This design comes from an exercise in tuning for small area, a short achievable clock period and few clock cycles on the open sky130 flow, not from production work.
Only simulation tests tie the RTL to the original design; equivalence was not proved.

==> branch xenon <==
==> flow/design.v <==
`default_nettype none
package pfse_pkg;
  localparam logic [4:0] FILLER_CODE = 5'd23;
  localparam logic [49:0] KEY_ROWS_01_RESET = 50'd75020730666187;
  localparam logic [49:0] KEY_ROWS_23_RESET = 50'd367878684816948;
  localparam logic [24:0] KEY_ROW_4_RESET   = 25'd16374553;
  function automatic logic [5:0] find_cell(logic [124:0] key, logic [4:0] want);
    logic [24:0] m;
    logic [24:0] cf;
    logic [4:0]  rowany;
    logic [4:0]  rowfirst;
    logic [4:0]  colfirst;
    logic        none;
    for (int i = 0; i < 25; i++) m[i] = (key[5*i +: 5] == want);
    for (int r = 0; r < 5; r++) begin
      rowany[r]  = |m[5*r +: 5];
      cf[5*r]    = m[5*r];
      cf[5*r+1]  = m[5*r+1] & ~m[5*r];
      cf[5*r+2]  = m[5*r+2] & ~|m[5*r +: 2];
      cf[5*r+3]  = m[5*r+3] & ~|m[5*r +: 3];
      cf[5*r+4]  = m[5*r+4] & ~|m[5*r +: 4];
    end
    none        = ~|rowany;
    rowfirst[0] = rowany[0] | none;
    rowfirst[1] = rowany[1] & ~rowany[0];
    rowfirst[2] = rowany[2] & ~|rowany[1:0];
    rowfirst[3] = rowany[3] & ~|rowany[2:0];
    rowfirst[4] = rowany[4] & ~|rowany[3:0];
    colfirst = {4'd0, none};
    for (int r = 0; r < 5; r++) colfirst = colfirst | ({5{rowfirst[r]}} & cf[5*r +: 5]);
    find_cell = {rowfirst[4], rowfirst[2] | rowfirst[3], rowfirst[1] | rowfirst[3],
                 colfirst[4], colfirst[2] | colfirst[3], colfirst[1] | colfirst[3]};
  endfunction
  function automatic logic [2:0] inc5(logic [2:0] x);
    inc5 = (x == 3'd4) ? 3'd0 : x + 3'd1;
  endfunction
  function automatic logic [4:0] sq_cell(logic [124:0] key, logic [2:0] r, logic [2:0] c);
    logic [24:0] row;
    logic [4:0]  v;
    row = '0;
    for (int i = 0; i < 5; i++) row = row | ({25{r == 3'(i)}} & key[25*i +: 25]);
    v = '0;
    for (int i = 0; i < 5; i++) v = v | ({5{c == 3'(i)}} & row[5*i +: 5]);
    sq_cell = v;
  endfunction
  function automatic logic [7:0] letter_byte(logic [4:0] code, logic lower);
    letter_byte = {3'b000, code} + (lower ? 8'd97 : 8'd65);
  endfunction
endpackage
`default_nettype wire
`default_nettype none
module playfair_stream_encrypter (
  input  wire logic        clk,
  input  wire logic        rst_n,
  input  wire logic        in_tvalid,
  output logic             in_tready,
  input  wire logic [7:0]  in_tdata,
  input  wire logic        in_tlast,
  output logic             out_tvalid,
  input  wire logic        out_tready,
  output logic [7:0]       out_tdata,
  output logic             out_tlast,
  output logic [1:0]       out_tuser,
  input  wire logic        cfg_valid,
  output logic             cfg_ready,
  input  wire logic [1:0]  cfg_index,
  input  wire logic [49:0] cfg_data
);
  logic [49:0]  key01_r;
  logic [49:0]  key23_r;
  logic [24:0]  key4_r;
  logic [124:0] key_sq;
  assign key_sq    = {key4_r, key23_r, key01_r};
  assign cfg_ready = 1'b1;
  always_ff @(posedge clk) begin
    if (!rst_n) begin
      key01_r <= pfse_pkg::KEY_ROWS_01_RESET;
      key23_r <= pfse_pkg::KEY_ROWS_23_RESET;
      key4_r  <= pfse_pkg::KEY_ROW_4_RESET;
    end else if (cfg_valid) begin
      case (cfg_index)
        2'd0: key01_r <= cfg_data;
        2'd1: key23_r <= cfg_data;
        2'd2: key4_r  <= cfg_data[24:0];
        default: ;
      endcase
    end
  end
  logic [7:0]  k_r, b_src;
  logic [5:0]  b_r;
  logic        bl_r, kl_r, bv_r, kv_r;
  logic        bisl_r, bissp_r;
  logic [4:0]  bwant_r;
  logic        take, in_acc;
  logic [6:0]  prev_r;    
  logic        held_r, ph_r;
  logic        is_letter, is_space, is_bad, rep, two, has_job, held_nxt;
  logic [4:0]  want_src;
  logic [1:0]  kc_r;      
  logic        d_entry, d_hold, d_bad, d_bcur, d_la, d_lb, d_last, d_msg;
  logic [1:0]  d_asel;
  logic [5:0]  fpos, xpos_r, hpos_r, e_a, e_b;
  logic        pv_r, pbad_r, pla_r, plb_r, plast_r, pmsg_r;
  logic [5:0]  pa_r, pb_r;
  logic        p_free, p_load, p_done;
  logic        rav_r, rbv_r, r_acc, pop;
  logic        ral_r, ralast_r, ramsg_r, rabad_r;
  logic        rbl_r, rblast_r, rbmsg_r;
  logic [5:0]  rapos_r, rbpos_r;
  logic        ov_r, o_load;
  logic [10:0] o_r, push_d;
  assign in_tready = !kv_r;
  assign in_acc    = in_tvalid && !kv_r;
  always_ff @(posedge clk) begin
    if (!rst_n) begin
      bv_r <= 1'b0;
      kv_r <= 1'b0;
    end else if (kc_r == 2'd2) begin
      bv_r <= 1'b0;
      if (in_acc) kv_r <= 1'b1;
    end else if (!bv_r || take) begin
      bv_r <= kv_r || in_tvalid;
      kv_r <= 1'b0;
    end else if (in_acc) begin
      kv_r <= 1'b1;
    end
  end
  assign b_src    = kv_r ? k_r : in_tdata;
  assign want_src = ((kv_r || in_tvalid) && (kc_r != 2'd2))
                      ? ((b_src[4:0] == 5'd10) ? 5'd8 : b_src[4:0] - 5'd1)
                      : (cfg_valid || !rst_n)
                        ? ((prev_r[4:0] == 5'd10) ? 5'd8 : prev_r[4:0] - 5'd1)
                        : pfse_pkg::FILLER_CODE;
  always_ff @(posedge clk) begin
    if (!bv_r || take) begin
      b_r     <= b_src[5:0];
      bl_r    <= kv_r ? kl_r : in_tlast;
      bisl_r  <= ((b_src[7:5] == 3'b010) || (b_src[7:5] == 3'b011)) &&
                 (b_src[4:0] != 5'd0) && (b_src[4:0] <= 5'd26);
      bissp_r <= (b_src == 8'h20);
      bwant_r <= want_src;
    end
    if (!kv_r) begin
      k_r  <= in_tdata;
      kl_r <= in_tlast;
    end
  end
  always_comb begin
    is_letter = bisl_r;
    is_space  = bissp_r;
    is_bad    = !is_letter && !is_space;
    rep       = is_letter && (prev_r == {1'b1, b_r});
    held_nxt  = held_r ^ !rep;
    two       = bl_r && held_r && (is_bad || rep);
    has_job   = is_letter || is_bad || (bl_r && held_r);
    d_entry = 1'b1; d_hold = 1'b0; d_bad = 1'b0;
    d_asel  = 2'd0; d_la = prev_r[5]; d_bcur = 1'b0; d_lb = 1'b1;
    d_last  = 1'b1; d_msg = bl_r;
    if (ph_r) begin
      if (!is_bad) begin
        d_asel = 2'd2; d_la = b_r[5];
      end
    end else if (is_bad) begin
      d_bad = 1'b1; d_last = !two; d_msg = 1'b0;
    end else if (is_letter) begin
      d_hold = !bl_r && held_nxt;
      if (held_r) begin
        if (!rep) begin
          d_bcur = 1'b1; d_lb = b_r[5];
        end
        d_last = !two;
        d_msg  = bl_r && !two;
      end else if (rep) begin
        d_asel = 2'd1; d_la = 1'b1; d_bcur = 1'b1; d_lb = b_r[5];
      end else if (bl_r) begin
        d_asel = 2'd2; d_la = b_r[5];
      end else begin
        d_entry = 1'b0;
      end
    end
  end
  assign p_load = bv_r && has_job && d_entry && p_free;
  assign take   = bv_r && (!(has_job && d_entry) || (p_free && (!two || ph_r)));
  always_ff @(posedge clk) begin
    if (!rst_n) begin
      prev_r <= 7'd0;
      held_r <= 1'b0;
      ph_r   <= 1'b0;
    end else begin
      if (p_load) ph_r <= two && !ph_r;
      if (take) begin
        if (bl_r) begin
          prev_r <= 7'd0;
          held_r <= 1'b0;
        end else if (is_letter) begin
          prev_r <= {1'b1, b_r};
          held_r <= held_nxt;
        end
      end
    end
  end
  always_comb begin
    fpos = pfse_pkg::find_cell(key_sq, bwant_r);
    case (d_asel)
      2'd0:    e_a = hpos_r;
      2'd1:    e_a = xpos_r;
      default: e_a = fpos;
    endcase
    e_b = d_bcur ? fpos : xpos_r;
  end
  always_ff @(posedge clk) begin
    if (!rst_n || cfg_valid) kc_r <= 2'd2;
    else if (kc_r != 2'd0)   kc_r <= kc_r - 2'd1;
    if ((take && d_hold) || (kc_r == 2'd2)) hpos_r <= fpos;
    if (kc_r == 2'd1) xpos_r <= fpos;
  end
  assign p_done = pv_r && r_acc;
  assign p_free = !pv_r || p_done;
  always_ff @(posedge clk) begin
    if (!rst_n) begin
      pv_r <= 1'b0;
    end else begin
      if (p_load)      pv_r <= 1'b1;
      else if (p_done) pv_r <= 1'b0;
    end
  end
  always_ff @(posedge clk) begin
    if (p_load) begin
      pbad_r  <= d_bad;
      pla_r   <= d_la;
      plb_r   <= d_lb;
      pa_r    <= e_a;
      pb_r    <= e_b;
      plast_r <= d_last;
      pmsg_r  <= d_msg;
    end
  end
  logic       srow, scol;
  logic [2:0] ra, ca, rb, cb, oar, oac, obr, obc;
  always_comb begin
    ra   = pa_r[5:3]; ca = pa_r[2:0];
    rb   = pb_r[5:3]; cb = pb_r[2:0];
    srow = (ra == rb);
    scol = (ca == cb);
    oar  = (!srow && scol) ? pfse_pkg::inc5(ra) : ra;
    obr  = (!srow && scol) ? pfse_pkg::inc5(rb) : rb;
    oac  = srow ? pfse_pkg::inc5(ca) : scol ? ca : cb;
    obc  = srow ? pfse_pkg::inc5(cb) : scol ? cb : ca;
  end
  assign pop   = rav_r && o_load;
  assign r_acc = !rav_r || (!rbv_r && o_load);
  always_ff @(posedge clk) begin
    if (!rst_n) begin
      rav_r <= 1'b0;
      rbv_r <= 1'b0;
    end else if (pv_r && r_acc) begin
      rav_r <= 1'b1;
      rbv_r <= !pbad_r;
    end else if (pop) begin
      rav_r <= rbv_r;
      rbv_r <= 1'b0;
    end
  end
  always_ff @(posedge clk) begin
    if (pv_r && r_acc) begin
      rapos_r  <= {oar, oac};
      ral_r    <= pla_r;
      ralast_r <= pbad_r && plast_r;
      ramsg_r  <= 1'b0;
      rabad_r  <= pbad_r;
      rbpos_r  <= {obr, obc};
      rbl_r    <= plb_r;
      rblast_r <= plast_r;
      rbmsg_r  <= pmsg_r;
    end else if (pop) begin
      rapos_r  <= rbpos_r;
      ral_r    <= rbl_r;
      ralast_r <= rblast_r;
      ramsg_r  <= rbmsg_r;
      rabad_r  <= 1'b0;
    end
  end
  logic [4:0] cellv;
  always_comb begin
    cellv = pfse_pkg::sq_cell(key_sq, rapos_r[5:3], rapos_r[2:0]);
    if (rabad_r)
      push_d = {8'd0, ralast_r, 1'b0, 1'b1};
    else
      push_d = {pfse_pkg::letter_byte(cellv, ral_r), ralast_r, ramsg_r, 1'b0};
  end
  assign o_load = !ov_r || out_tready;
  always_ff @(posedge clk) begin
    if (!rst_n) begin
      ov_r <= 1'b0;
    end else if (o_load) begin
      ov_r <= rav_r;
    end
  end
  always_ff @(posedge clk) begin
    if (o_load) o_r <= push_d;
  end
  assign out_tvalid   = ov_r;
  assign out_tdata    = o_r[10:3];
  assign out_tlast    = o_r[2];
  assign out_tuser[0] = o_r[1];
  assign out_tuser[1] = o_r[0];
endmodule
`default_nettype wire
==> flow/flow/run.sh <==
#!/bin/bash
set -euo pipefail
bash standard.sh SETUP_SLACK_MARGIN=5.08 finish > standard_flow.log 2>&1
==> flow/standard.sh <==
#!/bin/bash
# synth_recipe.tcl (not shown) runs the flow's synth.tcl, then flattens the netlist and writes it again
# the make line also repeats each setting of config.mk as NAME=value (left out here)
make -C /OpenROAD-flow-scripts/flow DESIGN_CONFIG=/design/flow/config.mk WORK_HOME=/design/flow/orfs CLKGATE_MAP_FILE= SYNTH_SCRIPT=/design/flow/synth_recipe.tcl "${@:-finish}"
==> flow/config.mk <==
export PLATFORM = sky130hd
export DESIGN_NAME = playfair_stream_encrypter
export DESIGN_NICKNAME = playfair_stream_encrypter
export VERILOG_FILES = /design/flow/design.v
export SDC_FILE = /design/flow/constraint.sdc
export NUM_CORES = 4
export LEC_CHECK = 0
export CAP_MARGIN = 20
export CORE_MARGIN = 2
export CORE_UTILIZATION = 40
export CTS_BUF_LIST = sky130_fd_sc_hd__clkbuf_8 sky130_fd_sc_hd__clkbuf_16
export CTS_CLUSTER_DIAMETER = 90
export CTS_CLUSTER_SIZE = 30
export SETUP_SLACK_MARGIN = 5
export SLEW_MARGIN = 20
==> flow/constraint.sdc <==
create_clock -name core_clock -period 8.0 [get_ports {clk}]
set_input_delay 1.6000 -clock core_clock [delete_from_list [all_inputs] [get_ports {clk}]]
set_output_delay 1.6000 -clock core_clock [all_outputs]
set_load 0.01 [all_outputs]
==> inputs of branch tundra, as changes to branch xenon <==
--- a/flow/design.v
+++ b/flow/design.v
@@ -2,2 +2,3 @@
 package pfse_pkg;
+  localparam logic [7:0] PREV_RESET  = 8'd49;
   localparam logic [4:0] FILLER_CODE = 5'd23;
@@ -88,16 +89,17 @@
   end
-  logic [7:0]  k_r, b_src;
-  logic [5:0]  b_r;
+  logic [7:0]  b_r, k_r, b_src;
   logic        bl_r, kl_r, bv_r, kv_r;
   logic        bisl_r, bissp_r;
-  logic [4:0]  bwant_r;
   logic        take, in_acc;
-  logic [6:0]  prev_r;    
+  logic [7:0]  prev_r;
   logic        held_r, ph_r;
   logic        is_letter, is_space, is_bad, rep, two, has_job, held_nxt;
-  logic [4:0]  want_src;
-  logic [1:0]  kc_r;      
+  logic [4:0]  want_cur, want_prev;
   logic        d_entry, d_hold, d_bad, d_bcur, d_la, d_lb, d_last, d_msg;
   logic [1:0]  d_asel;
-  logic [5:0]  fpos, xpos_r, hpos_r, e_a, e_b;
+  logic        jv_r, j_entry_r, j_hold_r, j_bad_r, j_bcur_r, j_la_r, j_lb_r, j_last_r, j_msg_r;
+  logic [1:0]  j_asel_r;
+  logic [4:0]  j_want_r;
+  logic        j_free, j_load, f_go;
+  logic [5:0]  fpos, xpos, hpos_r, e_a, e_b;
   logic        pv_r, pbad_r, pla_r, plb_r, plast_r, pmsg_r;
@@ -109,4 +111,4 @@
   logic [5:0]  rapos_r, rbpos_r;
-  logic        ov_r, o_load;
-  logic [10:0] o_r, push_d;
+  logic        ov_r, sv_r, o_load, push;
+  logic [10:0] o_r, s_r, push_d;
   assign in_tready = !kv_r;
@@ -117,5 +119,2 @@
       kv_r <= 1'b0;
-    end else if (kc_r == 2'd2) begin
-      bv_r <= 1'b0;
-      if (in_acc) kv_r <= 1'b1;
     end else if (!bv_r || take) begin
@@ -127,11 +126,6 @@
   end
-  assign b_src    = kv_r ? k_r : in_tdata;
-  assign want_src = ((kv_r || in_tvalid) && (kc_r != 2'd2))
-                      ? ((b_src[4:0] == 5'd10) ? 5'd8 : b_src[4:0] - 5'd1)
-                      : (cfg_valid || !rst_n)
-                        ? ((prev_r[4:0] == 5'd10) ? 5'd8 : prev_r[4:0] - 5'd1)
-                        : pfse_pkg::FILLER_CODE;
+  assign b_src = kv_r ? k_r : in_tdata;
   always_ff @(posedge clk) begin
     if (!bv_r || take) begin
-      b_r     <= b_src[5:0];
+      b_r     <= b_src;
       bl_r    <= kv_r ? kl_r : in_tlast;
@@ -140,3 +134,2 @@
       bissp_r <= (b_src == 8'h20);
-      bwant_r <= want_src;
     end
@@ -151,3 +144,5 @@
     is_bad    = !is_letter && !is_space;
-    rep       = is_letter && (prev_r == {1'b1, b_r});
+    rep       = is_letter && (b_r == prev_r);
+    want_cur  = (b_r[4:0] == 5'd10) ? 5'd8 : b_r[4:0] - 5'd1;
+    want_prev = (prev_r[4:0] == 5'd10) ? 5'd8 : prev_r[4:0] - 5'd1;
     held_nxt  = held_r ^ !rep;
@@ -181,7 +176,7 @@
   end
-  assign p_load = bv_r && has_job && d_entry && p_free;
-  assign take   = bv_r && (!(has_job && d_entry) || (p_free && (!two || ph_r)));
+  assign j_load = bv_r && has_job && j_free;
+  assign take   = bv_r && (!has_job || (j_free && (!two || ph_r)));
   always_ff @(posedge clk) begin
     if (!rst_n) begin
-      prev_r <= 7'd0;
+      prev_r <= pfse_pkg::PREV_RESET;
       held_r <= 1'b0;
@@ -189,9 +184,9 @@
     end else begin
-      if (p_load) ph_r <= two && !ph_r;
+      if (j_load) ph_r <= two && !ph_r;
       if (take) begin
         if (bl_r) begin
-          prev_r <= 7'd0;
+          prev_r <= pfse_pkg::PREV_RESET;
           held_r <= 1'b0;
         end else if (is_letter) begin
-          prev_r <= {1'b1, b_r};
+          prev_r <= b_r;
           held_r <= held_nxt;
@@ -201,17 +196,39 @@
   end
+  assign f_go   = jv_r && (!j_entry_r || p_free);
+  assign j_free = !jv_r || f_go;
+  always_ff @(posedge clk) begin
+    if (!rst_n) begin
+      jv_r <= 1'b0;
+    end else if (j_free) begin
+      jv_r <= j_load;
+    end
+  end
+  always_ff @(posedge clk) begin
+    if (j_free) begin
+      j_want_r  <= j_load ? want_cur : want_prev;
+      j_entry_r <= d_entry;
+      j_hold_r  <= d_hold;
+      j_bad_r   <= d_bad;
+      j_asel_r  <= d_asel;
+      j_bcur_r  <= d_bcur;
+      j_la_r    <= d_la;
+      j_lb_r    <= d_lb;
+      j_last_r  <= d_last;
+      j_msg_r   <= d_msg;
+    end
+  end
   always_comb begin
-    fpos = pfse_pkg::find_cell(key_sq, bwant_r);
-    case (d_asel)
+    fpos = pfse_pkg::find_cell(key_sq, j_want_r);
+    xpos = pfse_pkg::find_cell(key_sq, pfse_pkg::FILLER_CODE);
+    case (j_asel_r)
       2'd0:    e_a = hpos_r;
-      2'd1:    e_a = xpos_r;
+      2'd1:    e_a = xpos;
       default: e_a = fpos;
     endcase
-    e_b = d_bcur ? fpos : xpos_r;
+    e_b = j_bcur_r ? fpos : xpos;
   end
   always_ff @(posedge clk) begin
-    if (!rst_n || cfg_valid) kc_r <= 2'd2;
-    else if (kc_r != 2'd0)   kc_r <= kc_r - 2'd1;
-    if ((take && d_hold) || (kc_r == 2'd2)) hpos_r <= fpos;
-    if (kc_r == 2'd1) xpos_r <= fpos;
+    if (!jv_r || (f_go && j_hold_r)) hpos_r <= fpos;
   end
+  assign p_load = jv_r && j_entry_r && p_free;
   assign p_done = pv_r && r_acc;
@@ -228,9 +245,9 @@
     if (p_load) begin
-      pbad_r  <= d_bad;
-      pla_r   <= d_la;
-      plb_r   <= d_lb;
+      pbad_r  <= j_bad_r;
+      pla_r   <= j_la_r;
+      plb_r   <= j_lb_r;
       pa_r    <= e_a;
       pb_r    <= e_b;
-      plast_r <= d_last;
-      pmsg_r  <= d_msg;
+      plast_r <= j_last_r;
+      pmsg_r  <= j_msg_r;
     end
@@ -249,4 +266,4 @@
   end
-  assign pop   = rav_r && o_load;
-  assign r_acc = !rav_r || (!rbv_r && o_load);
+  assign pop   = rav_r && !sv_r;
+  assign r_acc = !rav_r || (!rbv_r && pop);
   always_ff @(posedge clk) begin
@@ -285,2 +302,3 @@
     cellv = pfse_pkg::sq_cell(key_sq, rapos_r[5:3], rapos_r[2:0]);
+    push  = pop;
     if (rabad_r)
@@ -294,4 +312,10 @@
       ov_r <= 1'b0;
-    end else if (o_load) begin
-      ov_r <= rav_r;
+      sv_r <= 1'b0;
+    end else begin
+      if (o_load) begin
+        ov_r <= sv_r || push;
+        sv_r <= 1'b0;
+      end else if (push) begin
+        sv_r <= 1'b1;
+      end
     end
@@ -299,3 +323,4 @@
   always_ff @(posedge clk) begin
-    if (o_load) o_r <= push_d;
+    if (o_load) o_r <= sv_r ? s_r : push_d;
+    if (!sv_r)  s_r <= push_d;
   end
==> flow/run.sh (new file) <==
#!/bin/bash
# synth_recipe.tcl (not shown) runs the flow's synth.tcl, then flattens the netlist and writes it again
# the make line also repeats each setting of config.mk as NAME=value (left out here)
make -C /OpenROAD-flow-scripts/flow DESIGN_CONFIG=/design/flow/config.mk WORK_HOME=/design/flow/orfs CLKGATE_MAP_FILE= SYNTH_SCRIPT=/design/flow/synth_recipe.tcl finish
CTS_BUF_LIST = sky130_fd_sc_hd__clkbuf_8   (was sky130_fd_sc_hd__clkbuf_8 sky130_fd_sc_hd__clkbuf_16)
CTS_CLUSTER_DIAMETER = not set   (was 90)
SETUP_SLACK_MARGIN = not set   (was 5)
removed: flow/flow/run.sh
removed: flow/standard.sh
==> flow_metrics.tcl <==
set metrics [dict create \
    period_share_pct 46.51 \
    synth_cells 1463 \
    clkPwrFrac_pct 36.4 \
    final-clk-cell-share_pct 5.059 \
    tightest_slew_ns 1.044 \
    insertion_delay_ns 0.56 \
    wl_met1_um 17130 \
    numCtsBuffers 43 \
    dr_wl_met2_um 16460 \
    p_sw_mw 0.7903 \
    drive_gt1_share_pct 8.290 \
    outcome "no timing/DRC/antenna violations" \
]
(the above is from branch tundra)
==> flow_metrics.tcl <==
set metrics [dict create \
    wl_met1_um 15350 \
    final-clk-cell-share_pct 3.066 \
    p_sw_mw 0.7324 \
    synth_cells 1335 \
    tightest_slew_ns 0.8927 \
    clkPwrFrac_pct 29.7 \
    outcome "no timing/DRC/antenna violations" \
    numCtsBuffers 13 \
]
(the above is from branch xenon)
Testbench counts of branch xenon, summed over its fixed seeds: cycles 16,722.
Testbench counts of branch tundra, summed over its fixed seeds: cycles 16,630.

port drivers added, routing unchanged:
No port has a modelled driver above. Below, the same layouts with a new extraction and two added sets of constraints.
Step 1: set_driving_cell puts a clkbuf_16 on clk and a buf_2 on each other input, an assumption about the parent block.
Step 2 moves the port delays by t, midway between the first and last clock arrival at a register: inputs arrive t later, outputs are due t later. That takes back most of the time a late clock gives input paths.
Three values: no drivers, after step 1, after step 2; two values: the first two.
| run | t (ns) | setup WS [ns] | hold WS [ns] |
|---|---|---|---|
| branch xenon | 0.524 | 5.149 / 5.174 / 4.650 | 0.445 / 0.445 / 0.445 |
| branch tundra | 0.594 | 4.279 / 4.279 / 4.279 | 0.417 / 0.417 / 0.417 |
After both steps every run listed still meets setup and hold. The setup slack of branch xenon, which loses most, moves by +0.025 ns with the drivers and by -0.499 ns with both steps.
